This design comes from an exercise in tuning for small area, a short achievable clock period and few clock cycles per item on the open sky130 flow, not from production work.
Function was checked by simulation only, so behaviour that the tests miss may differ from the original.
No activity file was given, so power comes from the tool's default toggle rates.

// elliptic_roi_crop_mask
module elliptic_roi_crop_mask #(
  parameter int MAX_DIM = MAX_DIM_DEFAULT
) (
  input  logic                     clk,
  input  logic                     rst,
  input  logic                     cfg_write,
  input  logic [CFG_IDX_BITS-1:0]  cfg_index,
  input  logic [CFG_DATA_BITS-1:0] cfg_data,
  input  logic                     in_valid,
  output logic                     in_ready,
  input  logic [PIXEL_BITS-1:0]    in_pixel,
  input  logic                     in_sof,
  output logic                     out_valid,
  input  logic                     out_ready,
  output logic [PIXEL_BITS-1:0]    out_masked_pixel,
  output logic                     out_inside_ellipse,
  output logic [POS_BITS-1:0]      out_crop_col,
  output logic [POS_BITS-1:0]      out_crop_row,
  output logic                     out_last_of_crop
);
For scale: roughly 3,800 cells after synthesis, about 66 I/O pins, roughly 39,000 um2 of cells after synthesis.
==> flow/config.mk <==
export PLATFORM = sky130hd
export DESIGN_NAME = elliptic_roi_crop_mask
export DESIGN_NICKNAME = elliptic_roi_crop_mask
export VERILOG_FILES = /design/flow/design.v
export SDC_FILE = /design/flow/constraint.sdc
export NUM_CORES = 4
export LEC_CHECK = 0
export CAP_MARGIN = 30
export CORE_MARGIN = 2
export CORE_UTILIZATION = 40
export SLEW_MARGIN = 30
==> flow/constraint.sdc <==
create_clock -name core_clock -period 11.0 [get_ports {clk}]
set_input_delay 2.2000 -clock core_clock [delete_from_list [all_inputs] [get_ports {clk}]]
set_output_delay 2.2000 -clock core_clock [all_outputs]
set_load 0.01 [all_outputs]
standard.sh (not shown) runs the stock make flow with config.mk's settings and CLKGATE_MAP_FILE= SYNTH_SCRIPT=/design/flow/synth_recipe.tcl, a recipe that flattens the netlist after the stock synthesis.
==> flow/flow/run.sh <==
#!/bin/bash
set -uo pipefail
export SETUP_SLACK_MARGIN=6.7
bash standard.sh synth > synth.log 2>&1 || exit 1
bash standard.sh > layout.log 2>&1 || exit 1
Testbench counts at the start, summed over its fixed seeds: cycles 22,373, items 21,528.
Change:
--- a/flow/design.v
+++ b/flow/design.v
@@ -162,15 +162,12 @@
   logic        wv;
   logic [11:0] xs, ys;
   logic [12:0] xe, ye;
   logic [12:0] ny;
   logic [11:0] col, row;
   logic        s2_v, s2_in, s2_last, s2_lastx;
-  logic               cur_v;
-  logic [11:0]        ccur;
-  logic signed [14:0] acur, bcur;
   logic [7:0]  s2_px;
   logic [11:0] s2_ci, s2_cj;
   localparam int I_IDLE = 0, I_PRE = 1, I_START = 2, I_SQ = 3, I_T = 4, I_MUL = 5,
                  I_END = 6, I_ROW = 7, I_CONV1 = 8, I_CONV2 = 9, I_SRCH = 10;
   logic [10:0]        ts;
   logic signed [50:0] F;
@@ -180,23 +177,21 @@
   logic [11:0]        trow;
   logic [4:0]         ti;
   logic               rep, sofinit;
   wire inc_c   = !rep && F[50] && !at[14];
   wire dec_c   = rep && !F[50] && (bt != at);
   wire t_ready = ts[I_SRCH] && !tp && !inc_c && !dec_c;
-  wire hit_cur = cur_v && (s2_cj == ccur);
-  wire hit_t   = t_ready && (s2_cj == trow);
-  wire kok     = hit_cur || hit_t;
-  wire signed [14:0] a_sel = hit_cur ? acur : at;
-  wire signed [14:0] b_sel = hit_cur ? bcur : bt;
+  wire kok     = t_ready && (s2_cj == trow);
+  wire signed [14:0] a_sel = at;
+  wire signed [14:0] b_sel = bt;
   wire signed [14:0] ci2   = $signed({2'b00, s2_ci, 1'b0});
   wire in_ell = (ci2 > a_sel) && (ci2 < b_sel);
   wire out_free = !out_valid || out_ready;
   wire s2_go    = s2_v && (!s2_in || (kok && out_free));
   wire s2_free  = !s2_v || s2_go;
-  wire copy     = s2_v && s2_in && !hit_cur && hit_t;
+  wire copy     = s2_v && s2_in && s2_lastx && kok && out_free;
   wire need     = s2_v && s2_in && !kok;
   wire l1     = s1_v && s1_sof && (s1_ph == 2'd0) && s2_free;
   wire p_ok   = s1_v && (!s1_sof || (s1_ph == 2'd2));
   wire p_go   = p_ok && s2_free;
   wire s1_free = !s1_v || p_go;
   logic        cz, rz, c_wrap, r_wrap;
@@ -236,13 +231,12 @@
       s1_ph      <= 2'd0;
       s2_v       <= 1'b0;
       out_valid  <= 1'b0;
       col        <= 12'd0;
       row        <= 12'd0;
       wv         <= 1'b0;
-      cur_v      <= 1'b0;
     end else begin
       if (s1_free) begin
         if (k_v) begin
           s1_v   <= 1'b1;
           s1_px  <= k_px;
           s1_sof <= k_sof;
@@ -260,18 +254,13 @@
           k_px <= in_pixel;
           k_sof <= in_sof;
         end
         in_ready_q <= !(k_v || accept);
         if (l1) s1_ph <= 2'd2;
       end
-      if (l1) begin
-        wv    <= 1'b1;
-        cur_v <= 1'b0;
-      end else if (copy) begin
-        cur_v <= 1'b1;
-      end
+      if (l1) wv <= 1'b1;
       if (p_go) begin
         col <= col_n;
         row <= row_n;
       end
       if (p_go) s2_v <= 1'b1;
       else if (s2_go) s2_v <= 1'b0;
@@ -294,17 +283,12 @@
     if (p_go) begin
       s2_px   <= s1_px;
       s2_in   <= p_in;
       s2_ci   <= p_ci;
       s2_cj   <= p_cj;
       s2_last <= p_last;
-    end
-    if (copy) begin
-      ccur <= trow;
-      acur <= at;
-      bcur <= bt;
       s2_lastx <= last_x;
     end
     if (s2_go && s2_in) begin
       out_masked_pixel   <= in_ell ? s2_px : 8'd0;
       out_inside_ellipse <= in_ell;
       out_crop_col       <= s2_ci;
First-iteration DRC count is lower by a few percent.
Die area is lower by a few percent.
Clock power is lower by roughly a tenth.
Global-route usage is higher by 1.1 points.
Cell area is lower by a few percent.
Cell count is lower slightly.
Sequential cell count is lower by 42.
Via count hardly moves.
Power is lower by a little under a tenth.
Setup slack is worse by 0.095 ns.
Count of clock-buffer cells in the layout is lower by 9.
Sequential power is lower by a little under a tenth.
Register-to-register slack is worse by 0.09 ns.
Testbench counts after the change, summed over its fixed seeds: cycles 22,949, items 21,528.

[separate check: timing with driven ports]
In the flow no input, the clock included, has a driving cell. The finished layouts below were timed again as built, in two steps.
Step 1 (the two cells are an assumption about what drives the block):
set clk [get_ports {clk}]
set_driving_cell -lib_cell sky130_fd_sc_hd__clkbuf_16 $clk
set_driving_cell -lib_cell sky130_fd_sc_hd__buf_2 [delete_from_list [all_inputs] $clk]
Step 2 times the ports against the registers' clock, not the clock port: input delays grow and output delays shrink by t, the midpoint of the rising clock arrivals with the driver on.
a / b / c = no drivers / after step 1 / after step 2; a / b = the first two.
run | shift t [ns] | setup WS [ns] | worst setup path at the end | worst data-port slew with drivers (ns) | cell pins on the clock port's net
the first run | 0.686 | 6.484 / 6.484 / 6.219 | input to register | 0.03 | 1
the second run | 0.736 | 6.389 / 6.389 / 6.098 | input to register | 0.06 | 1
After both steps setup and hold are still met in every run listed. For the second run, which loses most, drivers alone change the setup slack by 0.000 ns; drivers and shift together by -0.291 ns.
